This is an optimization exercise on Yosys and OpenROAD, whose aim is small area, a short achievable clock period and few clock cycles per item, not a production implementation.
In this exercise RTL edits were held to simulation tests only and were not proved equivalent to the original.
No activity file was given, so power comes from the tool's default toggle rates.

===== flow/design.v =====
package prefix_add_pkg;
  typedef enum logic [1:0] {
    S_IDLE = 2'd0,
    S_RUN  = 2'd1,
    S_DONE = 2'd2
  } state_t;
  localparam int SLICE_W_DEFAULT = 64;
  function automatic int clog2(input int value);
    int r;
    r = 1;
    for (int i = 1; i < 31; i++) begin
      if ((1 << i) < value) r = i + 1;
    end
    clog2 = r;
  endfunction
endpackage
module prefix_slice_adder #(
  parameter int SLICE_W = 256
) (
  input  logic [SLICE_W-1:0] a,
  input  logic [SLICE_W-1:0] b,
  input  logic               cin,
  output logic [SLICE_W-1:0] sum,
  output logic               cout,
  output logic               c_msb    
);
  localparam int N      = SLICE_W;
  localparam int LEVELS = $clog2(N);
  logic [N-1:0] g [LEVELS+1];
  logic [N-1:0] p [LEVELS+1];
  logic [N-1:0] x;
  logic [N:0]   c;
  assign x = a ^ b;
  assign g[0][0]     = (a[0] & b[0]) | (x[0] & cin);
  assign p[0][0]     = 1'b0;
  assign g[0][N-1:1] = a[N-1:1] & b[N-1:1];
  assign p[0][N-1:1] = x[N-1:1];
  for (genvar l = 0; l < LEVELS; l++) begin : g_lvl
    localparam int D = 1 << l;
    for (genvar i = 0; i < N; i++) begin : g_bit
      if ((i / D) % 2 == 1) begin : g_cell
        localparam int J = (i / D) * D - 1;
        assign g[l+1][i] = g[l][i] | (p[l][i] & g[l][J]);
        assign p[l+1][i] = p[l][i] & p[l][J];
      end else begin : g_pass
        assign g[l+1][i] = g[l][i];
        assign p[l+1][i] = p[l][i];
      end
    end
  end
  assign c[0]   = cin;
  assign c[N:1] = g[LEVELS];
  assign sum    = x ^ c[N-1:0];
  assign cout   = c[N];
  assign c_msb  = c[N-1];
endmodule
module prefix_add_unit (
  input  logic         clk_i,
  input  logic         rst_i,
  input  logic         flush_i,
  input  logic         req_valid_i,
  output logic         req_ready_o,
  input  logic [255:0] req_a_i,
  input  logic [255:0] req_b_i,
  input  logic         req_sub_i,
  input  logic         req_cin_i,
  output logic         resp_valid_o,
  input  logic         resp_ready_i,
  output logic [255:0] resp_sum_o,
  output logic         resp_cout_o,
  output logic         resp_ovf_o,
  output logic         busy_o
);
  localparam int DATA_W = 256;
  logic [DATA_W-1:0] bb;
  logic              cin;
  logic [DATA_W-1:0] sum;
  logic              cout;
  logic              c_msb;
  logic              accept;
  logic              valid_q;
  logic [DATA_W-1:0] sum_q;
  logic              cout_q;
  logic              ovf_q;
  assign bb  = req_sub_i ? ~req_b_i : req_b_i;
  assign cin = req_sub_i | req_cin_i;
  prefix_slice_adder #(
    .SLICE_W (DATA_W)
  ) u_adder (
    .a     (req_a_i),
    .b     (bb),
    .cin   (cin),
    .sum   (sum),
    .cout  (cout),
    .c_msb (c_msb)
  );
  assign req_ready_o = ~flush_i & (~valid_q | resp_ready_i);
  assign accept      = req_valid_i & req_ready_o;
  always_ff @(posedge clk_i) begin
    if (rst_i)        valid_q <= 1'b0;
    else if (accept)  valid_q <= 1'b1;
    else if (flush_i | resp_ready_i) valid_q <= 1'b0;
  end
  always_ff @(posedge clk_i) begin
    if (accept) begin
      sum_q  <= sum;
      cout_q <= cout;
      ovf_q  <= cout ^ c_msb;
    end
  end
  assign resp_valid_o = valid_q;
  assign busy_o       = valid_q;
  assign resp_sum_o   = sum_q;
  assign resp_cout_o  = cout_q;
  assign resp_ovf_o   = ovf_q;
endmodule

===== flow/run.sh =====
#!/bin/bash
# synth_recipe.tcl (not shown) runs the flow's synth.tcl, then flattens the netlist and writes it again
# the make line also repeats each setting of config.mk as NAME=value (left out here)
make -C /OpenROAD-flow-scripts/flow DESIGN_CONFIG=/design/flow/config.mk WORK_HOME=/design/flow/orfs CLKGATE_MAP_FILE= SYNTH_SCRIPT=/design/flow/synth_recipe.tcl finish

===== flow/config.mk =====
export PLATFORM = sky130hd
export DESIGN_NAME = prefix_add_unit
export DESIGN_NICKNAME = prefix_add_unit
export VERILOG_FILES = /design/flow/design.v
export SDC_FILE = /design/flow/constraint.sdc
export NUM_CORES = 4
export LEC_CHECK = 0
export CAP_MARGIN = 20
export CORE_MARGIN = 2
export CORE_UTILIZATION = 30
export SLEW_MARGIN = 20

===== flow/constraint.sdc =====
create_clock -name core_clock -period 5.5 [get_ports {clk_i}]
set_input_delay 1.1000 -clock core_clock [delete_from_list [all_inputs] [get_ports {clk_i}]]
set_output_delay 1.1000 -clock core_clock [all_outputs]
set_load 0.01 [all_outputs]

==> impl_metrics.ini, run 1 <==
[worst_setup_path]
end_kind = flip-flop
cp_top_family = compound AO/OA/AOI/OAI gates
cp.required_ps = 5780
worstPathArrival_ps = 5380
cp_slowest_cell = a221o_1
path_buf_inv = 3
worst-setup-path-type = input port to flip-flop
max_stage_delay_ps = 430
cp-start-kind = input port
path_cells = buf_8 -> buf_4 -> xor2_1 -> ha_1 -> a21oi_1 -> o21ai_0 -> a221o_1 -> a221o_1 -> o211ai_1 -> a31oi_1 -> buf_4 -> o2111ai_1 -> nand3_2 -> a32o_1 -> o41a_1 -> mux2_1
critPathMaxFanout = 21

[synth]
synth_seq_cells = 259
yosysTopAreaCellShare = 0.358
synth_cells = 2123
synth.avg_cell_area_sq_um = 10.2
synth_area_sq_mm = 0.0217
ys_async_sr_fraction = 0
synth_edf_count = 258
syn-num-nets = 2905
ys_seq_area_frac = 0.359
synth.top_cells.by_area = edfxtp_1 (36%), ha_1 (15%), xor2_1 (13%)
yosys.area.top_type = edfxtp_1
ys.flop_type = edfxtp_1
yosysWarnings = 4
synth_cell_types = 76

[final_layout]
drive_above_1_share = 0.106
fin_area_sq_mm = 0.0337
multi_input_area_sq_mm = 0.0134
area_growth_pct = 55.8
nNetsFinal = 3944
seqCellArea_sq_mm = 0.00777
n_fill_cell = 6668

[floorplanning]
die_h_um = 273
die_area_sq_mm = 0.0744
coreArea_sq_mm = 0.0715
rows = 98
die_width_um = 273
ioPinCount = 780
start_util = 0.303

[global_routing]
antenna_found_initial = 15
gr-total-overflow = 0
grt_pass1_vias = 21400
grt_start_max_net_pins = 60
grt_first_pass_wirelength_um = 129000
grt_usage = 0.229

[timing]
rsz0062_at_grt = false
worst_pin_slew_ps = 969
fmax_mhz = 196
relSlewSlack = 0.354
period_needed_ps = 5100
layout_setup_ws_ps = 404
slew_violations = 0
hold_violations = 0
fin_skew_ps = 13.4
finalSetupViolCount = 0
whs_ps = 656
finalCritPeriodShare = 0.927

[drt]
drtIter0Drc = 867
wl_per_cell_um = 21.4
ant_nets = 0
via_count = 20600
drc = 0
viasPerCell = 4.96
dr.pass1.iters = 5
totalWireLength_um = 89000

[clock_tree]
cts-root-buf = clkbuf_16
cts_tree = yes
cts_setup_buffers = 0
ctsHtreeMaxLevel = 2
clk_pin_slew_worst_paths_ps = 60
cts_sinks = 259
cts_made_buffers = 39
clkLatencyLatePin_ps = 550
clockBufferDepth = 3

[pwr]
powerDensity_mw_per_mm2 = 259
vdd_drop_max_uv = 210
p_leak_nw = 14.0

[place]
place_congestion = 0.987
portBuffers = 779
placed_area_sq_mm = 0.0325
dp_slack_ps = -527
dp_hpwl_um = 74200

[run_status]
status = finished clean

[min_path]
hp-class = flip-flop to flip-flop

[job]
cap_violations = 0
==> cells in the mapped netlist (all sizes together), types with 16 or more instances <==
cell and number:
xnor2 120, a21o 90, inv 95, nand2 83
nor2 131, a21oi 154, o21a 33, a211oi 27
o21bai 39, o21ai 93, buf 29, edfxtp 258
xor2 331, nor3 41, nor2b 17, a31oi 16
nand4 38, and4 21, ha 254, and3 20
a21boi 17, nand3 40, nand2b 17
==> repair_timing <==
item,in CTS,in global routing
setup endpoints to repair,0,7
resized for setup,0,2
hold buffers,0,0
==> path summary, 6_finish.rpt <==
path | start | to | slack (ps) | cells past startpoint
hold / removal | valid_q$_SDFFE_PP0P_ | valid_q$_SDFFE_PP0P_ | 660 | 3
setup / recovery | req_sub_i | ovf_q$_DFFE_PP_ | 400 | 16
hold reg to reg | valid_q$_SDFFE_PP0P_ | valid_q$_SDFFE_PP0P_ | 660 | 3
setup reg to reg | valid_q$_SDFFE_PP0P_ | sum_q[86]$_DFFE_PP_ | 3230 | 4
==> per-stage QoR <==
step,util,TNS (ps),total power [mW],std cells
final,0.472,0,8.74,4149
after global routing,0.472,0,9.22,4148
after CTS,0.471,0,8.80,4137
after detailed placement,0.455,-19430,6.36,4071
after global placement,0.455,-16770,6.30,4071
after floorplan,-,0,4.63,2123
==> registers in the layout (all words and copies together) (netlist names) <==
signal,count
cout_q,1
ovf_q,1
sum_q,256
valid_q,1
==> worst register-to-register path: cells and delay by family (launching register included) <==
family	cells	cell delay (ps)
buf+inv	1	470
simple gates	3	1040
flops	1	330
==> kinds of logic (layout without fill, tap and decap cells) <==
| logic type | after synthesis | in the layout | share of synthesized area |
|---|---|---|---|
| AND/OR/NAND/NOR | 455 | 455 | 0.107 |
| multiplexers | 3 | 3 | 0.00144 |
| AO/OA/AOI/OAI | 559 | 559 | 0.172 |
| other | 0 | 12 | 0 |
| adder cells (fa/ha/maj) | 263 | 263 | 0.155 |
| flip-flops | 259 | 259 | 0.359 |
| buffers and inverters | 133 | 1197 | 0.0235 |
| XOR/XNOR | 451 | 451 | 0.182 |
==> routing by layer <==
metal,track usage,vias to the layer above,wire length [um]
met5,0,-,26
met4,0.0805,4,3000
met3,0.0572,133,6390
met2,0.414,715,44400
met1,0.260,9755,35100
li1,-,9969,-
==> where the power goes <==
group	switching (mW)	leakage [nW]	internal, mW	total (mW)
Combinational	1.83	11.0	1.88	3.71
Sequential	0.0733	2.42	2.57	2.64
Clock	0.994	0.566	1.40	2.39
==> cells in the final DEF, fill, tap and decap left out, drive strengths merged, types with 5 or more instances in the layout <==
master and count:
clkdlybuf4s50 778, xor2 331, edfxtp 258, buf 258, ha 254, a21oi 154
nor2 131, xnor2 120, inv 96, o21ai 93, a21o 90, nand2 83
clkbuf 51, nor3 41, nand3 40, o21bai 39, nand4 38, o21a 33
a211oi 27, and4 21, and3 20, nor2b 17, nand2b 17, a21boi 17
a31oi 16, and2 13, o311ai 13, diode 12, clkinv 12, o211ai 11
a221oi 9, fa 9, or2 8, o31ai 7, a211o 6, a31o 6
a221o 5, nor4 5, or4 5
==> area by class of cell <==
type | count | share of cell area
well taps | 950 | 0.0352
diodes | 12 | 0.000890
clock buffers | 51 | 0.0315
flip-flops and latches | 259 | 0.230
multi-input cells | 1731 | 0.397
clock inverters | 15 | 0.00289
inverters | 95 | 0.0106
repair buffers | 1036 | 0.292
Testbench counts, summed over its fixed seeds: cycles 1,288, items 1,280.
==> run 2: changes to the inputs <==
--- a/flow/config.mk
+++ b/flow/config.mk
@@ -6,6 +6,7 @@
 export NUM_CORES = 4
 export LEC_CHECK = 0
+export ABC_CLOCK_PERIOD_IN_PS = 3000
 export CAP_MARGIN = 20
 export CORE_MARGIN = 2
-export CORE_UTILIZATION = 30
+export CORE_UTILIZATION = 50
 export SLEW_MARGIN = 20
==> run 2 against run 1 <==
Net effect: synthesized cell count is the same; synthesized area unchanged; the flow now stops in 3_2_place_iop.
==> impl_metrics.ini, run 2 <==
[synth]
yosysWarnings = 4
synth_seq_cells = 259
synth.top_cells.by_area = edfxtp_1 (36%), ha_1 (15%), xor2_1 (13%)
synth_edf_count = 258
synth.avg_cell_area_sq_um = 10.2
yosys.area.top_type = edfxtp_1
synth_cells = 2123
yosysTopAreaCellShare = 0.358
yosysMostFrequentCell = xor2_1
syn-num-nets = 2905
synth_cell_types = 76
synth_area_sq_mm = 0.0217
ys_async_sr_fraction = 0
ys.flop_type = edfxtp_1
ys_seq_area_frac = 0.359
synth_common_cells = xor2_1 (331), edfxtp_1 (258), ha_1 (254), a21oi_1 (153), nor2_1 (131)

[floorplanning]
die_h_um = 212
rows = 76
die_width_um = 212
start_util = 0.505

[run_status]
status = aborted with a tool error
haltStage = 3_2_place_iop
error = [ERROR PPL-0024] Number of IO pins (780) exceeds maximum number of available positions (762). Increase the die perimeter from 848.56um to 1060.80um.
-- run 2: cell families after synthesis --
family | share of synthesized area
and+or+nand+nor | 0.107
xor gates and xnor gates | 0.182
DFF | 0.359
adders and majority gates | 0.155
muxes | 0.00144
buffers and inverters | 0.0235
AOI/OAI and AO/OA | 0.172
==> run 3: changes to the inputs <==
--- a/flow/config.mk
+++ b/flow/config.mk
@@ -10,3 +10,4 @@
 export CORE_MARGIN = 2
 export CORE_UTILIZATION = 50
+export SETUP_SLACK_MARGIN = 1.5
 export SLEW_MARGIN = 20
==> run 3 against run 2 <==
Net effect: the run again fails in 3_2_place_iop; synthesized area unchanged; synthesized cell count unchanged.
==> impl_metrics.ini, run 3 <==
[run_status]
status = aborted with a tool error
haltStage = 3_2_place_iop
error = [ERROR PPL-0024] Number of IO pins (780) exceeds maximum number of available positions (762). Increase the die perimeter from 848.56um to 1060.80um.

[floorplanning]
die_width_um = 212
start_util = 0.505
rows = 76
die_h_um = 212

[synth]
synth.top_cells.by_area = edfxtp_1 (36%), ha_1 (15%), xor2_1 (13%)
synth_cells = 2123
yosysTopAreaCellShare = 0.358
yosysWarnings = 4
ys.flop_type = edfxtp_1
ys_seq_area_frac = 0.359
synth_common_cells = xor2_1 (331), edfxtp_1 (258), ha_1 (254), a21oi_1 (153), nor2_1 (131)
synth_edf_count = 258
synth_seq_cells = 259
ys_async_sr_fraction = 0
syn-num-nets = 2905
yosys.area.top_type = edfxtp_1
synth_cell_types = 76
synth_area_sq_mm = 0.0217
yosysMostFrequentCell = xor2_1
synth.avg_cell_area_sq_um = 10.2
==> run 3: cell counts after synthesis <==
No cell type changed its count.
==> run 3: kinds of logic after synthesis <==
logic type                 Yosys count  share of synthesized area
adders and majority gates          263                      0.155
xor gates and xnor gates           451                      0.182
buffers and inverters              133                     0.0235
and+or+nand+nor                    455                      0.107
DFF                                259                      0.359
AOI/OAI and AO/OA                  559                      0.172
muxes                                3                    0.00144
==> run 4: changes to the inputs <==
--- a/flow/config.mk
+++ b/flow/config.mk
@@ -9,5 +9,4 @@
 export CAP_MARGIN = 20
 export CORE_MARGIN = 2
-export CORE_UTILIZATION = 50
-export SETUP_SLACK_MARGIN = 1.5
+export CORE_UTILIZATION = 30
 export SLEW_MARGIN = 20
==> run 4 against run 3 <==
Net effect: now clean on timing, DRC and antenna; synthesized area unchanged; synthesized cell count unchanged.
==> impl_metrics.ini, run 4 <==
[synth]
synth.top_cells.by_area = edfxtp_1 (36%), ha_1 (15%), xor2_1 (13%)
synth_compound_area_frac = 0.172
synthMuxAreaShare = 0.00144
post_synth_fa_ha_maj_area_fraction = 0.155
yosysWarnings = 4
yosysMostFrequentCell = xor2_1
yosys.area_share.xor_xnor = 0.182
ys.flop_type = edfxtp_1
synth_edf_count = 258
synth_top_family_by_area = XOR/XNOR gates
synth_area_sq_mm = 0.0217
synth.avg_cell_area_sq_um = 10.2
syn-num-nets = 2905
ys_async_sr_fraction = 0
synth_seq_cells = 259
synth_cell_types = 76
yosysTopAreaCellShare = 0.358
synth_common_cells = xor2_1 (331), edfxtp_1 (258), ha_1 (254), a21oi_1 (153), nor2_1 (131)
synth-simple-area-share = 0.107
synth_cells = 2123
ys_seq_area_frac = 0.359
yosys.area.top_type = edfxtp_1

[worst_setup_path]
path_buf_inv = 3
worst-setup-path-type = input port to flip-flop
cp.required_ps = 5780
timing.rr.start = valid_q$_SDFFE_PP0P_
max_stage_delay_ps = 430
cp_slowest_cell = a221o_1
reg2reg_depth = 4
worstPathArrival_ps = 5380
r2r_slack_ps = 3230
critPathMaxFanout = 21
end_kind = flip-flop
path_cells = buf_8 -> buf_4 -> xor2_1 -> ha_1 -> a21oi_1 -> o21ai_0 -> a221o_1 -> a221o_1 -> o211ai_1 -> a31oi_1 -> buf_4 -> o2111ai_1 -> nand3_2 -> a32o_1 -> o41a_1 -> mux2_1
cp-start-kind = input port
cp_top_family = compound AO/OA/AOI/OAI gates
regToRegEndpoint = sum_q[86]$_DFFE_PP_

[global_routing]
grt_start_max_net_pins = 60
grt_pass1_vias = 21400
grt_first_pass_wirelength_um = 129000
gr-total-overflow = 0
grt_usage = 0.229
antenna_found_initial = 15

[drt]
totalWireLength_um = 89000
dr.pass1.iters = 5
drc = 0
viasPerCell = 4.96
via_count = 20600
drtIter0Drc = 867
wl_per_cell_um = 21.4
ant_nets = 0

[timing]
finalSetupViolCount = 0
tns_ps = 0
fin_skew_ps = 13.4
slew_violations = 0
period_needed_ps = 5100
rsz0062_at_grt = false
hold_violations = 0
fmax_mhz = 196
relSlewSlack = 0.354
worst_pin_slew_ps = 969
layout_setup_ws_ps = 404
finalCritPeriodShare = 0.927

[final_layout]
regMostFlops = sum_q
layout_commonest_cell = clkdlybuf4s50_1
final_cell_mix = clkdlybuf4s50_1 (778), xor2_1 (330), edfxtp_1 (258)
area_growth_pct = 55.8
drive_above_1_share = 0.106
n_fill_cell = 6668
multi_input_area_sq_mm = 0.0134
nNetsFinal = 3944
largest_reg_flops = 256
seqCellArea_sq_mm = 0.00777

[clock_tree]
clk_pin_slew_worst_paths_ps = 60
cts_tree = yes
cts_made_buffers = 39
ctsHtreeMaxLevel = 2
cts_setup_buffers = 0
clkLatencyLatePin_ps = 550
cts-root-buf = clkbuf_16
cts_sinks = 259
clockBufferDepth = 3

[floorplanning]
ioPinCount = 780
coreArea_sq_mm = 0.0715
die_area_sq_mm = 0.0744
die_h_um = 273
start_util = 0.303
die_width_um = 273
rows = 98

[min_path]
hold_end = valid_q$_SDFFE_PP0P_
hp-class = flip-flop to flip-flop
whs_path_depth = 3
min-delay-start = valid_q$_SDFFE_PP0P_

[job]
cap_violations = 0

[place]
dp_hpwl_um = 74200
place_congestion = 0.987
dp_slack_ps = -527
portBuffers = 779

[pwr]
vdd_drop_max_uv = 210
powerDensity_mw_per_mm2 = 259
p_leak_nw = 14.0

[run_status]
status = finished clean
run 4: cell counts after synthesis:
Identical to the previous run, type by type.
run 4: worst max path at each step:
| stage | from | to | slack [ps] | cells past startpoint |
|---|---|---|---|---|
| 2_1_floorplan | req_sub_i | ovf_q$_DFFE_PP_ | 110 | 16 |
| 3_3_place_gp | req_sub_i | sum_q[181]$_DFFE_PP_ | -510 | 17 |
| 3_5_place_dp | req_sub_i | sum_q[181]$_DFFE_PP_ | -530 | 17 |
| 4_1_cts | req_sub_i | sum_q[181]$_DFFE_PP_ | 60 | 17 |
| 5_1_grt | req_sub_i | sum_q[146]$_DFFE_PP_ | 90 | 17 |
| 6_report | req_sub_i | ovf_q$_DFFE_PP_ | 400 | 16 |
run 4: worst register-to-register path, stage by stage, from the launching register on:
cell,delay [ps]
dfxtp_1,330
nor2b_1,150
nor2_1,120
and2_4,770
buf_12,470
run 4: cells by family after synthesis:
family,count (synthesis)
buf+inv,133
flops,259
mux,3
simple gates,455
fa+ha+maj,263
xor+xnor,451
compound gates,559
run 4: area by class of cell:
cell class,count,area share
Multi-Input combinational cell,1731,0.397
Timing Repair Buffer,1036,0.292
Tap cell,950,0.0352
Clock buffer,51,0.0315
Antenna cell,12,0.000890
Sequential cell,259,0.230
Inverter,95,0.0106
Clock inverter,15,0.00289
run 4: what timing repair did:
item / 4_1_cts / 5_1_grt
gates resized for setup: 0 / 2
hold buffers: 0 / 0
hold endpoints to repair: 0 / 0
endpoints found under the setup margin: 0 / 7
run 4: per-layer routing:
| layer | part of all wire | GRT usage | vias up |
|---|---|---|---|
| met5 | 0.00029 | 0 | - |
| met4 | 0.034 | 0.0805 | 4 |
| met2 | 0.50 | 0.414 | 715 |
| met3 | 0.072 | 0.0572 | 133 |
| li1 | - | - | 9969 |
| met1 | 0.39 | 0.260 | 9755 |
run 4: power breakdown:
part,switching (mW),internal (mW),total [mW]
Clock,0.994,1.40,2.39
Sequential,0.0733,2.57,2.64
Combinational,1.83,1.88,3.71
Total,2.89,5.85,8.74
run 4: through the flow:
step                      hold WS, ps  cells  instance area, sq um  total power, mW   util
after detailed placement          649   4071                 32500             6.36  0.455
after global routing              689   4148                 33700             9.22  0.472
after global placement            600   4071                 32500             6.30  0.455
after floorplan                   630   2123                 21700             4.63      -
after CTS                         657   4137                 33700             8.80  0.471
final                             656   4149                 33700             8.74  0.472
==> run 5: changes to the inputs <==
--- a/flow/config.mk
+++ b/flow/config.mk
@@ -10,3 +10,4 @@
 export CORE_MARGIN = 2
 export CORE_UTILIZATION = 30
+export SETUP_SLACK_MARGIN = 1.5
 export SLEW_MARGIN = 20
==> run 5 against run 4 <==
Net effect: non-clock buffer count increased by 169; setup slack improved by 520 ps; combinational power rose by 27%; hold slack got worse by 20 ps; power increased by 10%; critical endpoint is now sum_q[95]$_DFFE_PP_.
==> impl_metrics.ini, run 5 <==
[drt]
drtIter0Drc = 959
dr.pass1.iters = 5
totalWireLength_um = 101000
ant_nets = 0
via_count = 21900
viasPerCell = 5.06
wl_per_cell_um = 23.4
drc = 0

[final_layout]
final_core_util = 0.538
final_cell_mix = clkdlybuf4s50_1 (744), xor2_1 (309), buf_4 (260)
largest_reg_flops = 256
regMostFlops = sum_q
drive_above_1_share = 0.260
layout_commonest_cell = clkdlybuf4s50_1
nNetsFinal = 4110
n_fill_cell = 6167
fin_area_sq_mm = 0.0385
stdcell_count = 4321
area_growth_pct = 77.5

[timing]
finalCritPeriodShare = 0.832
slew_violations = 0
rsz0062_at_grt = true
whs_ps = 636
layout_setup_ws_ps = 924
period_needed_ps = 4580
worst_pin_slew_ps = 941
relSlewSlack = 0.372
tns_ps = 0
finalSetupViolCount = 0
fin_skew_ps = 18.9
fmax_mhz = 219
hold_violations = 0

[clock_tree]
clockBufferDepth = 3
cts_tree = yes
cts_sinks = 259
cts-root-buf = clkbuf_16
cts-hold-fix-buffers = 0
clk_pin_slew_worst_paths_ps = 60
ctsHtreeMaxLevel = 2
clkLatencyLatePin_ps = 550
cts_made_buffers = 36

[min_path]
whs_path_depth = 3
hp-class = flip-flop to flip-flop

[worst_setup_path]
cp.required_ps = 5790
r2r_slack_ps = 3270
reg2reg_depth = 4
critPathLaunch = req_sub_i
worstPathArrival_ps = 4870
worst-setup-path-type = input port to flip-flop
timing.rr.start = valid_q$_SDFFE_PP0P_
critPathMaxFanout = 6
regToRegEndpoint = sum_q[154]$_DFFE_PP_
end_kind = flip-flop
crit_end = sum_q[95]$_DFFE_PP_
cp-start-kind = input port

[synth]
syn-num-nets = 2905
synth_cells = 2123
yosysWarnings = 4
yosysTopAreaCellShare = 0.358
synth_area_sq_mm = 0.0217
yosys.area.top_type = edfxtp_1
synth_edf_count = 258
synth_seq_cells = 259
ys_async_sr_fraction = 0
synth.top_cells.by_area = edfxtp_1 (36%), ha_1 (15%), xor2_1 (13%)
yosysMostFrequentCell = xor2_1
ys.flop_type = edfxtp_1
synth.avg_cell_area_sq_um = 10.2
synth_cell_types = 76
synth_common_cells = xor2_1 (331), edfxtp_1 (258), ha_1 (254), a21oi_1 (153), nor2_1 (131)
ys_seq_area_frac = 0.359

[place]
portBuffers = 779
dp.cells = 4021
dp_hpwl_um = 79500
place_congestion = 0.944
dp_slack_ps = -283
placed_area_sq_mm = 0.0325

[pwr]
power_frac_clock = 0.236
p_leak_nw = 15.8
switching_share = 0.344
total_power_mw = 9.63
vdd_drop_max_uv = 172
netSwitchingPower_mw = 3.31
internal_power_mw = 6.31
p_seq_frac = 0.276
combPwrFrac = 0.488
powerDensity_mw_per_mm2 = 250

[floorplanning]
start_util = 0.303
die_width_um = 273
ioPinCount = 780
die_area_sq_mm = 0.0744
rows = 98
coreArea_sq_mm = 0.0715
die_h_um = 273

[global_routing]
grt_start_max_net_pins = 56
grt_usage = 0.255
grt_pass1_vias = 22700
antenna_found_initial = 27
grt_first_pass_wirelength_um = 141000
gr-total-overflow = 0

[run_status]
status = finished clean

[job]
cap_violations = 0
==> run 5: cell types whose count changed in the layout (fill, tap and decap cells not counted), sizes merged, moves of 3 or more <==
cell,previous run,this run
clkbuf,51,41
buf,258,422
dlymetal6s2s,0,3
dlygate4sd2,0,30
bufbuf,0,3
diode,12,19
clkdlybuf4s50,778,744
clkinv,12,20
==> run 5: cell families (layout without fill, tap and decap cells) <==
kind of cell	count (synthesis)	in the layout	share of synthesized area
and+or+nand+nor	455	455	0.107
muxes	3	3	0.00144
xor gates and xnor gates	451	451	0.182
AOI/OAI and AO/OA	559	559	0.172
other	0	19	0
buffers and inverters	133	1362	0.0235
DFF	259	259	0.359
adders and majority gates	263	263	0.155
==> run 5: how the worst min path moves through the flow <==
stage | from | to | slack (ps)
final | valid_q$_SDFFE_PP0P_ | valid_q$_SDFFE_PP0P_ | 640
after global routing | valid_q$_SDFFE_PP0P_ | valid_q$_SDFFE_PP0P_ | 690
after CTS | valid_q$_SDFFE_PP0P_ | valid_q$_SDFFE_PP0P_ | 640
after detailed placement | valid_q$_SDFFE_PP0P_ | valid_q$_SDFFE_PP0P_ | 630
after global placement | valid_q$_SDFFE_PP0P_ | valid_q$_SDFFE_PP0P_ | 610
after floorplan | valid_q$_SDFFE_PP0P_ | valid_q$_SDFFE_PP0P_ | 630
==> run 5: final cells by class <==
class                      count  area, sq um  share of cell area
sequential                   259         7770               0.202
timing repair buffer        1205        12000               0.311
inverter                      95          357             0.00927
multi-input combinational   1731        16000               0.417
clock buffer                  39          933              0.0243
clock inverter                23          156             0.00407
tap                          950         1190              0.0309
antenna                       19         47.5             0.00124
==> run 5: critical path: stages <==
cell	delay, ps
buf_16	150
buf_8	140
xnor2_4	130
fa_2	380
fa_2	370
nand2b_4	150
a21o_1	180
a211oi_2	320
buf_4	170
buf_6	80
o211ai_1	270
a21boi_2	280
o21ai_2	110
a21o_1	250
a21o_4	250
a21oi_4	230
o21bai_1	90
nor3b_2	170
==> run 5: power by group through the flow <==
stage | Sequential, mW | Clock, mW | Combinational [mW]
finish | 2.65 | 2.28 | 4.70
floorplan | 2.78 | 0 | 1.92
global placement | 2.70 | 0 | 3.67
global route | 2.67 | 2.39 | 5.03
CTS | 2.66 | 2.32 | 4.31
detailed placement | 2.69 | 0 | 3.71
==> run 5: layer usage <==
metal / track usage / share of wire
met1: 0.267 / 0.36
met2: 0.482 / 0.53
met3: 0.0648 / 0.070
met4: 0.102 / 0.041
met5: 0 / 0.0012
==> run 5: repair_timing <==
action | CTS | global route
hold endpoints to repair | 0 | 0
gates resized for setup | 453 | 230
gates cloned | 7 | 2
buffers inserted | 142 | 68
pin swaps | 225 | 223
setup endpoints to repair | 234 | 229
==> run 6: changes to the inputs <==
--- a/flow/config.mk
+++ b/flow/config.mk
@@ -6,8 +6,7 @@
 export NUM_CORES = 4
 export LEC_CHECK = 0
-export ABC_CLOCK_PERIOD_IN_PS = 3000
+export ABC_AREA = 1
 export CAP_MARGIN = 20
 export CORE_MARGIN = 2
 export CORE_UTILIZATION = 30
-export SETUP_SLACK_MARGIN = 1.5
 export SLEW_MARGIN = 20
==> run 6 against run 5 <==
Net effect: still clean; via count up 28%; power fell by 5.8%; synthesized area up 25%; critical path depth is 6 higher; core utilization is 12 points lower; routed wire length rose by 4.5%; critical endpoint is now sum_q[193]$_DFFE_PP_.
==> impl_metrics.ini, run 6 <==
[worst_setup_path]
reg2reg_depth = 5
r2r_slack_ps = 3440
worst-setup-path-type = input port to flip-flop
worstPathArrival_ps = 4780
timing.rr.start = valid_q$_SDFFE_PP0P_
regToRegEndpoint = sum_q[91]$_DFFE_PP_
cp.required_ps = 5820
cp-start-kind = input port
critPathMaxFanout = 24
end_kind = flip-flop

[pwr]
internal_power_mw = 5.66
p_leak_nw = 17.5
combPwrFrac = 0.449
switching_share = 0.376
power_frac_clock = 0.263
p_seq_frac = 0.288
netSwitchingPower_mw = 3.41
powerDensity_mw_per_mm2 = 239
vdd_drop_max_uv = 176

[floorplanning]
rows = 110
coreArea_sq_mm = 0.0899
die_area_sq_mm = 0.0930
ioPinCount = 780
start_util = 0.302
die_width_um = 305
die_h_um = 305

[drt]
drtIter0Drc = 1680
wl_per_cell_um = 18.1
totalWireLength_um = 105000
drc = 0
dr.pass1.iters = 6
via_count = 27900
ant_nets = 0
viasPerCell = 4.79

[synth]
yosysMostFrequentCell = nand2_1
ys_async_sr_fraction = 0
synth_cells = 3816
yosys.area.top_type = edfxtp_1
synth_edf_count = 258
synth_common_cells = nand2_1 (1169), inv_1 (443), xor2_1 (318), nor2_1 (310)
syn-num-nets = 4598
synth_seq_cells = 259
yosysWarnings = 4
ys.flop_type = edfxtp_1
synth.top_cells.by_area = edfxtp_1 (29%), nand2_1 (16%), ha_1 (12%)
yosysTopAreaCellShare = 0.285
synth_area_sq_mm = 0.0272
synth_cell_types = 51
ys_seq_area_frac = 0.286
synth.avg_cell_area_sq_um = 7.12

[timing]
slew_violations = 0
fin_skew_ps = 21.0
period_needed_ps = 4460
tns_ps = 0
rsz0062_at_grt = false
finalCritPeriodShare = 0.811
hold_violations = 0
finalSetupViolCount = 0
relSlewSlack = 0.427
worst_pin_slew_ps = 859
fmax_mhz = 224

[final_layout]
largest_reg_flops = 256
regMostFlops = sum_q
layout_commonest_cell = nand2_1
fin_area_sq_mm = 0.0380
final_cell_mix = nand2_1 (1169), clkdlybuf4s50_1 (778), inv_1 (443)
nNetsFinal = 5409
area_growth_pct = 39.7
drive_above_1_share = 0.0546

[clock_tree]
clockBufferDepth = 3
clk_pin_slew_worst_paths_ps = 50
cts_made_buffers = 39
clkLatencyLatePin_ps = 560
cts-hold-fix-buffers = 0
cts-root-buf = clkbuf_16
ctsResizeCount = 0
cts_tree = yes
ctsHtreeMaxLevel = 2
cts_sinks = 259
cts_setup_buffers = 0

[min_path]
hold_end = valid_q$_SDFFE_PP0P_
whs_path_depth = 4
min-delay-start = valid_q$_SDFFE_PP0P_
hp-class = flip-flop to flip-flop

[job]
cap_violations = 0

[global_routing]
grt_pass1_vias = 27200
grt_start_max_net_pins = 80
grt_first_pass_wirelength_um = 158000
gr-total-overflow = 0
grt_usage = 0.220
antenna_found_initial = 24

[place]
place_congestion = 0.905
placed_area_sq_mm = 0.0368
dp_hpwl_um = 86400
portBuffers = 779

[run_status]
status = finished clean
## run 6: cell count changes after synthesis, sizes merged, moves of 27 or more
cell,before,now
buf,29,70
a21o,90,13
o21ai,93,37
inv,95,463
nand2,83,1206
xnor2,120,27
o21a,33,6
nor2,131,345
a21oi,154,310
nor3,41,69
nand3,40,292
## run 6: cell type report
type,count,area [sq um]
diodes,10,25.0
clock buffers,50,1040
clock inverters,13,106
fillers,9227,51900
inverters,463,1740
multi-input cells,3009,17200
flip-flops and latches,259,7770
well taps,1176,1470
repair buffers,855,8610
## run 6: metrics by stage
| stage | util | setup WS, ps | hold slack [ps] | instances | power [mW] |
|---|---|---|---|---|---|
| 2_1_floorplan | - | -2600 | 637 | 3816 | 5.07 |
| 3_3_place_gp | 0.409 | 461 | 612 | 5761 | 6.69 |
| 3_5_place_dp | 0.409 | 453 | 664 | 5762 | 6.71 |
| 4_1_cts | 0.422 | 1060 | 670 | 5825 | 9.16 |
| 5_1_grt | 0.422 | 811 | 746 | 5829 | 9.68 |
| 6_report | 0.422 | 1040 | 657 | 5835 | 9.07 |
## run 6: cell families after synthesis
group	synth area share
DFF	0.286
and+or+nand+nor	0.307
AOI/OAI and AO/OA	0.0908
xor gates and xnor gates	0.111
buffers and inverters	0.0821
adders and majority gates	0.124
## run 6: worst max-delay path by stage
stage | slack (ps) | start | cells past startpoint | endpoint
2_1_floorplan | -2600 | resp_ready_i | 2 | cout_q$_DFFE_PP_
3_3_place_gp | 460 | req_cin_i | 20 | sum_q[128]$_DFFE_PP_
3_5_place_dp | 450 | req_b_i[0] | 20 | sum_q[128]$_DFFE_PP_
4_1_cts | 1060 | req_b_i[0] | 20 | sum_q[129]$_DFFE_PP_
5_1_grt | 810 | req_b_i[0] | 22 | sum_q[193]$_DFFE_PP_
6_report | 1040 | req_sub_i | 24 | sum_q[193]$_DFFE_PP_
## run 6: power by group through the flow
stage	logic, mW	clock network (mW)	registers (mW)
2_1_floorplan	2.32	0	2.75
3_3_place_gp	4.03	0	2.65
3_5_place_dp	4.06	0	2.65
4_1_cts	4.08	2.47	2.62
5_1_grt	4.53	2.52	2.63
6_report	4.07	2.39	2.61
## run 6: worst max-delay path, cell delays in order
cell     delay (ps)
buf_8           260
buf_12          270
buf_4           280
xor2_1          270
ha_1            340
nand2_1         140
inv_1            50
nand2_1          60
nand2_1         130
nand2_1         170
nand2_2         140
nand2_1          90
nand2_1          50
a21oi_1         210
buf_4           160
nand2_1         100
nand2_1         110
nand2_4         120
buf_12          190
buf_12          160
nand2_1         110
nand2_1          60
nand2_1          60
nand2_1          40
## run 6: per-layer routing
layer,track usage,share of wire,up-vias
li1,-,-,14100
met1,0.263,0.41,12700
met2,0.383,0.48,1006
met3,0.0581,0.085,151
met4,0.0669,0.030,20
met5,0,0.0013,-
==> run 7: changes to the inputs <==
==> flow/flow/run.sh (new file) <==
#!/bin/bash
# Standard ORFS layout, except that the port buffers are the smallest
# buffer cell (buf_1) instead of the cell buffer_ports picks by default.
set -e
echo 'export BUFFER_PORTS_ARGS = -buffer_cell sky130_fd_sc_hd__buf_1' >> "$FLOW_CONFIG"
bash standard.sh > standard.log 2>&1
==> flow/standard.sh (new file) <==
#!/bin/bash
# synth_recipe.tcl (not shown) runs the flow's synth.tcl, then flattens the netlist and writes it again
# the make line also repeats each setting of config.mk as NAME=value (left out here)
make -C /OpenROAD-flow-scripts/flow DESIGN_CONFIG=/design/flow/config.mk WORK_HOME=/design/flow/orfs CLKGATE_MAP_FILE= SYNTH_SCRIPT=/design/flow/synth_recipe.tcl "${@:-finish}"
--- a/flow/config.mk
+++ b/flow/config.mk
@@ -6,7 +6,7 @@
 export NUM_CORES = 4
 export LEC_CHECK = 0
-export ABC_AREA = 1
 export CAP_MARGIN = 20
 export CORE_MARGIN = 2
 export CORE_UTILIZATION = 30
 export SLEW_MARGIN = 20
+export BUFFER_PORTS_ARGS = -buffer_cell sky130_fd_sc_hd__buf_1
removed: flow/run.sh
==> run 7 against run 6 <==
Net effect: synthesized area fell by 20%; synthesized cell count is 44% lower; clock power hardly changed; cell area fell by 23%; die area down 20%; cell count decreased by 28%; clock skew increased by 4.5 ps; core utilization down 1.2 points; combinational power is about 20% lower; non-clock buffer count grew 243; flip-flop and latch count unchanged; critical path type unchanged; largest cell class unchanged.
==> impl_metrics.ini, run 7 <==
[drt]
wl_per_cell_um = 19.0
ant_nets = 0
drc = 0
drtIter0Drc = 993
dr.pass1.iters = 5
viasPerCell = 4.82
via_count = 20300
totalWireLength_um = 79900

[timing]
worst_pin_slew_ps = 901
finalSetupViolCount = 0
fin_skew_ps = 25.5
hold_violations = 0
relSlewSlack = 0.399
finalCritPeriodShare = 0.945
tns_ps = 0
slew_violations = 0
rsz0062_at_grt = false
period_needed_ps = 5200
whs_ps = 627
fmax_mhz = 192

[pwr]
vdd_drop_max_uv = 170
powerDensity_mw_per_mm2 = 283
p_leak_nw = 12.2

[synth]
yosysMostFrequentCell = xor2_1
yosys.area.top_type = edfxtp_1
syn-num-nets = 2905
synth_cell_types = 76
ys_async_sr_fraction = 0
yosysWarnings = 4
synth.top_cells.by_area = edfxtp_1 (36%), ha_1 (15%), xor2_1 (13%)
synth_cells = 2123
synth.avg_cell_area_sq_um = 10.2
synth_area_sq_mm = 0.0217
ys_seq_area_frac = 0.359
synth_edf_count = 258
synth_seq_cells = 259
synth_common_cells = xor2_1 (331), edfxtp_1 (258), ha_1 (254), a21oi_1 (153), nor2_1 (131)
yosysTopAreaCellShare = 0.358
ys.flop_type = edfxtp_1

[worst_setup_path]
r2r_slack_ps = 3270
regToRegEndpoint = sum_q[193]$_DFFE_PP_
critPathMaxFanout = 23
cp-start-kind = input port
worst-setup-path-type = input port to flip-flop
cp.required_ps = 5770
end_kind = flip-flop
reg2reg_depth = 4
worstPathArrival_ps = 5470
timing.rr.start = valid_q$_SDFFE_PP0P_

[clock_tree]
cts-root-buf = clkbuf_16
cts_made_buffers = 37
ctsHtreeMaxLevel = 2
cts-hold-fix-buffers = 0
clk_pin_slew_worst_paths_ps = 60
clockBufferDepth = 3
cts_tree = yes
ctsResizeCount = 0
cts_sinks = 259
clkLatencyLatePin_ps = 550
cts_setup_buffers = 0

[floorplanning]
coreArea_sq_mm = 0.0715
die_area_sq_mm = 0.0744
die_h_um = 273
rows = 98
ioPinCount = 780
start_util = 0.303
die_width_um = 273

[min_path]
whs_path_depth = 3
min-delay-start = valid_q$_SDFFE_PP0P_
hold_end = valid_q$_SDFFE_PP0P_
hp-class = flip-flop to flip-flop

[final_layout]
fin_area_sq_mm = 0.0294
regMostFlops = sum_q
largest_reg_flops = 256
stdcell_count = 4210
multi_input_area_sq_mm = 0.0134
nNetsFinal = 4004
layout_commonest_cell = buf_1
drive_above_1_share = 0.125
seqCellArea_sq_mm = 0.00777
final_core_util = 0.411
final_cell_mix = buf_1 (778), xor2_1 (330), buf_4 (311)
area_growth_pct = 35.5
n_fill_cell = 7189

[place]
portBuffers = 779
dp_hpwl_um = 67700
dp.cells = 4133
place_congestion = 0.926
placed_area_sq_mm = 0.0281

[run_status]
status = finished clean

[global_routing]
grt_first_pass_wirelength_um = 117000
antenna_found_initial = 16
gr-total-overflow = 0
grt_usage = 0.206
grt_pass1_vias = 20200
grt_start_max_net_pins = 62

[job]
cap_violations = 0
==> run 7: cell types whose count changed in the layout (fill, tap and decap cells not counted), sizes merged, moves of 21 or more <==
cell | before | now
a21o | 13 | 90
a21oi | 310 | 154
nand2 | 1206 | 83
o21a | 6 | 33
nor2 | 345 | 131
nor3 | 69 | 41
xnor2 | 27 | 120
buf | 77 | 1097
o21ai | 37 | 93
clkdlybuf4s50 | 778 | 0
and4 | 0 | 21
inv | 465 | 97
nand3 | 292 | 40
a211oi | 6 | 27
==> run 7: per-stage QoR <==
| step | power, mW | setup WS, ps |
|---|---|---|
| after detailed placement | 5.93 | -484 |
| after CTS | 8.39 | 86.7 |
| after floorplan | 4.63 | 111 |
| after global routing | 8.81 | 65.3 |
| final | 8.30 | 304 |
| after global placement | 5.91 | -498 |
==> run 7: cell families (layout without fill, tap and decap cells) <==
kind of cell | after synthesis | in the layout | synth area share
mux | 3 | 3 | 0.00144
fa+ha+maj | 263 | 263 | 0.155
simple gates | 455 | 455 | 0.107
flops | 259 | 259 | 0.359
buf+inv | 133 | 1260 | 0.0235
compound gates | 559 | 559 | 0.172
other cells | 0 | 10 | 0
xor+xnor | 451 | 451 | 0.182
==> run 7: worst max-delay path by stage <==
stage	startpoint	to	slack, ps	cells past startpoint
2_1_floorplan	req_sub_i	ovf_q$_DFFE_PP_	110	16
3_3_place_gp	req_sub_i	ovf_q$_DFFE_PP_	-500	18
3_5_place_dp	req_sub_i	ovf_q$_DFFE_PP_	-480	18
4_1_cts	req_sub_i	ovf_q$_DFFE_PP_	90	18
5_1_grt	req_sub_i	sum_q[183]$_DFFE_PP_	70	19
6_report	req_sub_i	ovf_q$_DFFE_PP_	300	17
==> run 7: cell type report <==
class | count | share of cell area
Tap cell | 950 | 0.0405
Sequential cell | 259 | 0.265
Inverter | 95 | 0.0121
Multi-Input combinational cell | 1731 | 0.457
Antenna cell | 10 | 0.000852
Clock inverter | 22 | 0.00737
Clock buffer | 45 | 0.0326
Timing Repair Buffer | 1098 | 0.185
==> run 7: report_power, final <==
| group | internal, mW | switching (mW) |
|---|---|---|
| combinational | 1.47 | 1.80 |
| sequential | 2.57 | 0.0717 |
| clock | 1.43 | 0.969 |
==> run 7: metal layers <==
layer  GRT usage  up-vias  part of all wire
met1       0.241     9364              0.40
met3      0.0544      152             0.073
met4      0.0872       10             0.042
met5           0        -           0.00076
li1            -    10100                 -
met2       0.354      705              0.48
==> run 7: critical path, cell delays in order <==
cell       delay [ps]
clkbuf_4          120
buf_12            200
buf_4             160
xor2_1            170
ha_1              280
and4_1            240
a221o_1           370
a221o_1           380
buf_4             170
o211ai_1          440
a31oi_2           210
buf_4             180
o2111ai_1         200
nand3_2           190
a32o_1            320
o41a_1            350
mux2_1            320
==> run 8: changes to the inputs <==
--- a/flow/config.mk
+++ b/flow/config.mk
@@ -9,4 +9,5 @@
 export CORE_MARGIN = 2
 export CORE_UTILIZATION = 30
+export SETUP_SLACK_MARGIN = 1.5
 export SLEW_MARGIN = 20
 export BUFFER_PORTS_ARGS = -buffer_cell sky130_fd_sc_hd__buf_1
==> run 8 against run 7 <==
Net effect: still clean; setup slack gained 430 ps; hold slack gained 10 ps; global-route usage grew 2.5 points; largest cell class unchanged; largest power group unchanged.
==> impl_metrics.ini, run 8 <==
[run_status]
status = finished clean

[synth]
post_synth_fa_ha_maj_area_fraction = 0.155
synth_cell_types = 76
synth_top_family_by_area = XOR/XNOR gates
yosysMostFrequentCell = xor2_1
synth_edf_count = 258
synth_cells = 2123
yosysTopAreaCellShare = 0.358
syn-num-nets = 2905
yosys.area.top_type = edfxtp_1
synth.top_cells.by_area = edfxtp_1 (36%), ha_1 (15%), xor2_1 (13%)
ys.flop_type = edfxtp_1
yosysWarnings = 4
synth_compound_area_frac = 0.172
yosys.area_share.xor_xnor = 0.182
synthMuxAreaShare = 0.00144
synth-simple-area-share = 0.107
ys_async_sr_fraction = 0
synth_seq_cells = 259
synth.avg_cell_area_sq_um = 10.2
synth_area_sq_mm = 0.0217
ys_seq_area_frac = 0.359
synth_common_cells = xor2_1 (331), edfxtp_1 (258), ha_1 (254), a21oi_1 (153), nor2_1 (131)

[timing]
slew_violations = 0
whs_ps = 637
period_needed_ps = 4770
fin_skew_ps = 29.7
worst_pin_slew_ps = 899
relSlewSlack = 0.396
finalCritPeriodShare = 0.867
finalSetupViolCount = 0
hold_violations = 0
fmax_mhz = 210
rsz0062_at_grt = true

[floorplanning]
coreArea_sq_mm = 0.0715
ioPinCount = 780
die_width_um = 273
rows = 98
die_area_sq_mm = 0.0744
start_util = 0.303
die_h_um = 273

[clock_tree]
clockBufferDepth = 3
clk_pin_slew_worst_paths_ps = 60
ctsHtreeMaxLevel = 2
cts-hold-fix-buffers = 0
clkLatencyLatePin_ps = 560
cts-root-buf = clkbuf_16
cts_made_buffers = 36
cts_sinks = 259
cts_tree = yes

[pwr]
vdd_drop_max_uv = 175
powerDensity_mw_per_mm2 = 277
p_leak_nw = 13.5

[final_layout]
regMostFlops = sum_q
layout_commonest_cell = buf_1
n_fill_cell = 6824
seqCellArea_sq_mm = 0.00777
area_growth_pct = 52.9
multi_input_area_sq_mm = 0.0156
nNetsFinal = 4100
final_core_util = 0.463
drive_above_1_share = 0.249
final_cell_mix = buf_1 (778), xor2_1 (306), buf_4 (270)
largest_reg_flops = 256

[drt]
wl_per_cell_um = 21.5
via_count = 21600
dr.pass1.iters = 5
viasPerCell = 5.01
drc = 0
totalWireLength_um = 92400
drtIter0Drc = 1122
ant_nets = 0

[place]
place_congestion = 0.952
dp_hpwl_um = 72600
portBuffers = 779

[job]
cap_violations = 0

[worst_setup_path]
worst-setup-path-type = input port to flip-flop
end_kind = flip-flop
critPathMaxFanout = 6
reg2reg_depth = 4
r2r_slack_ps = 3290
cp-start-kind = input port
worstPathArrival_ps = 5060
timing.rr.start = valid_q$_SDFFE_PP0P_
cp.required_ps = 5800
regToRegEndpoint = cout_q$_DFFE_PP_

[global_routing]
grt_start_max_net_pins = 88
grt_pass1_vias = 21500
grt_first_pass_wirelength_um = 129000
grt_usage = 0.231
antenna_found_initial = 22
gr-total-overflow = 0

[min_path]
whs_path_depth = 3
min-delay-start = valid_q$_SDFFE_PP0P_
hp-class = flip-flop to flip-flop
hold_end = valid_q$_SDFFE_PP0P_
## run 8: cell counts after synthesis
No cell type changed its count.
## run 8: how the worst max path moves through the flow
stage | endpoint | slack (ps) | from
final | sum_q[250]$_DFFE_PP_ | 730 | req_sub_i
after global routing | sum_q[250]$_DFFE_PP_ | 560 | req_sub_i
after CTS | ovf_q$_DFFE_PP_ | 780 | req_sub_i
after detailed placement | ovf_q$_DFFE_PP_ | -180 | req_sub_i
after global placement | ovf_q$_DFFE_PP_ | -150 | req_sub_i
after floorplan | sum_q[186]$_DFFE_PP_ | 500 | req_sub_i
## run 8: cell families (layout without fill, tap and decap cells)
group	after synthesis	after routing
AOI/OAI and AO/OA	559	559
and+or+nand+nor	455	455
xor gates and xnor gates	451	451
adders and majority gates	263	263
DFF	259	259
buffers and inverters	133	1356
muxes	3	3
other	0	11
## run 8: cell type report
| class | instances | share of cell area |
|---|---|---|
| clock buffers | 38 | 0.0287 |
| diodes | 11 | 0.000831 |
| flip-flops and latches | 259 | 0.235 |
| multi-input cells | 1731 | 0.471 |
| well taps | 950 | 0.0359 |
| clock inverters | 28 | 0.00748 |
| inverters | 95 | 0.0108 |
| repair buffers | 1195 | 0.211 |
## run 8: timing repair
action / in CTS / in global routing
buffers inserted: 109 / 77
hold endpoints to repair: 0 / 0
gates resized for setup: 344 / 212
cloned: 8 / 1
pin swaps: 211 / 179
setup endpoints to repair: 222 / 234
## run 8: metal layers
layer  global-route usage  wire [um]  vias to the layer above
met2                0.418      46800                      840
li1                     -          -                    10200
met3               0.0677       7520                      228
met1                0.236      32000                    10200
met4                0.132       6010                       20
met5                    0        133                        -
## run 8: metrics by stage
step | total power, mW | TNS, ps | std cells | setup slack [ps] | instance area, sq um
finish | 9.18 | 0 | 4307 | 733 | 33100
global route | 9.64 | 0 | 4306 | 558 | 33100
CTS | 8.86 | 0 | 4218 | 776 | 31500
detailed placement | 5.93 | -1410 | 4035 | -179 | 27700
global placement | 5.91 | -1030 | 4035 | -151 | 27700
floorplan | 4.70 | 0 | 2123 | 503 | 22100
## run 8: critical path: stages
cell       delay [ps]
clkbuf_16         160
buf_12            180
buf_4             170
xor2_1            190
ha_2              330
and4_1            230
a2111oi_4         340
a211oi_2           90
buf_4             170
o21a_2            230
o21ai_2           140
a31oi_2           130
buf_6             150
o2111ai_2         150
buf_4             140
nand3_4            70
buf_6             140
buf_12            120
buf_16            120
and3_4            180
o41a_1            320
xor2_1            150
## run 8: report_power, final
part           switching [mW]  leakage [nW]  internal [mW]
registers              0.0693          2.42           2.57
logic                    2.20          10.5           1.90
clock network           0.994         0.589           1.44

==> port drivers added, routing unchanged <==
The flow's constraints put no driver on any port. The routed layouts listed below were extracted and timed again, unchanged, in two steps.
Step 1 (the two cells are an assumption about what drives the block):
set clk [get_ports {clk_i}]
set_driving_cell -lib_cell sky130_fd_sc_hd__clkbuf_16 $clk
set_driving_cell -lib_cell sky130_fd_sc_hd__buf_2 [delete_from_list [all_inputs] $clk]
Step 2, shift: input delay + t, output delay - t, t = (earliest + latest rising clock arrival at the registers) / 2. This alone moves slack from input paths to output paths.
Slacks: no drivers / after step 1 / after step 2; pairs: no drivers / after step 1.
run	t, ns	slack for setup (ns)	worst setup path after step 2	worst slew at a driven data input, ns
run 1	0.602	0.404 / 0.407 / -0.195	input to register	0.19
run 4	0.602	0.404 / 0.407 / -0.195	input to register	0.19
run 5	0.601	0.924 / 0.611 / 0.010	input to register	0.53
run 6	0.618	1.041 / 1.052 / 0.434	input to register	0.19
run 7	0.597	0.304 / 0.333 / -0.264	input to register	0.17
run 8	0.611	0.733 / 0.744 / 0.133	input to register	0.26
Met with ideal ports but missed after step 2: setup timing in run 1, run 4 and run 7. For run 5, which loses most, drivers alone change the setup slack by -0.313 ns; drivers and shift together by -0.914 ns.
